Context: an optimization exercise on an open-source flow, tuned for small area and a short achievable clock period. The choices shown serve that exercise and are no tape-out recipe.
Only simulation tests tie the RTL to the original design; equivalence was not proved.
Power and IR drop assume default switching activity.

Setup of Q:
## imem_loadable
module imem_loadable #(
  parameter int                    ADDR_WIDTH = 64,
  parameter int                    DATA_WIDTH = 32,
  parameter int                    DEPTH      = 64,
  parameter int                    IDX_W      = $clog2(DEPTH),
  parameter logic [DATA_WIDTH-1:0] NOP_WORD   = 32'hD503201F
) (
  input  logic                  clk,
  input  logic                  reset,
  input  logic                  load_valid,
  output logic                  load_ready,
  input  logic [DATA_WIDTH-1:0] load_data,
  input  logic                  load_last,
  input  logic                  load_restart,
  output logic [IDX_W:0]        load_count,
  output logic                  loaded,
  input  logic                  fetch_req,
  input  logic [ADDR_WIDTH-1:0] fetch_addr,
  output logic                  fetch_valid,
  output logic [DATA_WIDTH-1:0] fetch_instr,
  output logic [1:0]            fetch_fault
);
  logic                  run_reg;
  logic [IDX_W:0]        count_reg;
  ...
make LEC_CHECK=0 CAP_MARGIN=20 CORE_MARGIN=2 CORE_UTILIZATION=60 CTS_CLUSTER_DIAMETER=100 CTS_CLUSTER_SIZE=25 PLACE_DENSITY=0.7 SETUP_SLACK_MARGIN=1.4 SLEW_MARGIN=20 SYNTH_HIERARCHICAL=1 TNS_END_PERCENT=5 finish   # period 3.4 ns
run.sh (not shown) runs the stock make flow with config.mk's settings and CLKGATE_MAP_FILE= SYNTH_SCRIPT=/design/flow/synth_recipe.tcl, a recipe that flattens the netlist after the stock synthesis.
diff inputs: Q => P
- removing TNS_END_PERCENT (formerly 5)
### Flow results
P finished every step from synthesis to the final layout, and the layout passed the timing, design-rule and antenna checks.
Compared with Q, in P final critical-path share of the clock period increased by 1.0 points relative to the old numbers, share of the final layout cell area in multi-input gates decreased by 1.3 points relative to the old numbers, combinational power share increased by 1.3 points relative to the old numbers.
Area added between synthesis and finish in P is 4.8 points above Q.
Taking Q as the reference, in P highest clock rate fell 1.4%, setup slack fell 0.034 ns.
Clock share of power, P and Q: smaller value in P

---

Starting RTL as in the previous note.
// imem_loadable
module imem_loadable #(
  parameter int                    ADDR_WIDTH = 64,
  parameter int                    DATA_WIDTH = 32,
  parameter int                    DEPTH      = 64,
  parameter int                    IDX_W      = $clog2(DEPTH),
  parameter logic [DATA_WIDTH-1:0] NOP_WORD   = 32'hD503201F
) (
  input  logic                  clk,
  input  logic                  reset,
  input  logic                  load_valid,
  output logic                  load_ready,
  input  logic [DATA_WIDTH-1:0] load_data,
  input  logic                  load_last,
  input  logic                  load_restart,
  output logic [IDX_W:0]        load_count,
  output logic                  loaded,
  input  logic                  fetch_req,
  input  logic [ADDR_WIDTH-1:0] fetch_addr,
  output logic                  fetch_valid,
  output logic [DATA_WIDTH-1:0] fetch_instr,
  output logic [1:0]            fetch_fault
);
clock: 3.4 ns
lec_check: 0
cap_margin: 20
core_margin: 2
core_utilization: 55
cts_cluster_diameter: 100
cts_cluster_size: 25
place_density: 0.65
setup_slack_margin: 1.25
slew_margin: 20
synth_hierarchical: 1
The starting point completed without violations.
Next try:
CORE_UTILIZATION = 60   (was 55)
PLACE_DENSITY = 0.7   (was 0.65)
SETUP_SLACK_MARGIN = 1.2   (was 1.25)
Outcome: The new run passed the timing, design-rule and antenna checks. Clock skew went up by 11 ps. Fmax went down by 2.9%. Clock power is about the same. Power went down by 0.54%. Routed wire length went down by 1.2%. Hold slack is better by 200 ps. Utilization went up by 5.2 points. Global-route usage went up by 3.6 points.

---

Another version of the RTL of imem_loadable (not shown whole).
Size in the first run: about 6,000 cells after synthesis, roughly 2,100 flip-flops.
Settings: LEC_CHECK=0, CAP_MARGIN=20, CORE_MARGIN=2, CORE_UTILIZATION=60, CTS_CLUSTER_DIAMETER=100, CTS_CLUSTER_SIZE=25, PLACE_DENSITY=0.7, SETUP_SLACK_MARGIN=1.4, SLEW_MARGIN=20, SYNTH_HIERARCHICAL=1; clock period 3.4 ns.
The first run went through all stages and came out clean.
Change:
- SETUP_SLACK_MARGIN: 1.4 -> 1.2
=>
- register-to-register slack gains 0.04 ns
- design area came out lower by 7.5%
- power came out lower by 2.9%
- via count came out lower by about 8%
- worst setup slack gains 0.058 ns

separate check: timing with driven ports:
The results above use ideal ports. As a check the final layouts listed here were re-extracted and re-timed, cells and wires unchanged. Step 1, drivers: a clkbuf_16 drives clk and a buf_2 each remaining input, both assumed. Step 2 also shifts input and output timing later by t, the mid clock arrival at the registers, as if the neighbouring blocks saw the same clock. Slacks: ideal ports / drivers / drivers and shift; pairs: ideal ports / drivers.
run	shift t [ns]	setup slack, ns	worst register clock-pin slew, ns	pins driven straight from the clock port
Q	0.816	1.014 / 1.012 / 0.196	0.11 / 0.11	1
P	0.825	0.979 / 0.886 / 0.061	0.11 / 0.11	1
the first run of note 2	0.837	1.198 / 1.178 / 0.385	0.11 / 0.11	1
the second run of note 2	0.837	1.132 / 1.096 / 0.307	0.11 / 0.11	1
the first run of note 3	0.850	0.903 / 0.939 / 0.089	0.11 / 0.11	1
the second run of note 3	0.828	0.961 / 0.996 / 0.168	0.11 / 0.11	1
After both steps setup and hold are still met in every run listed. The setup slack of P, which loses most, moves by -0.093 ns with the drivers and by -0.918 ns with both steps.
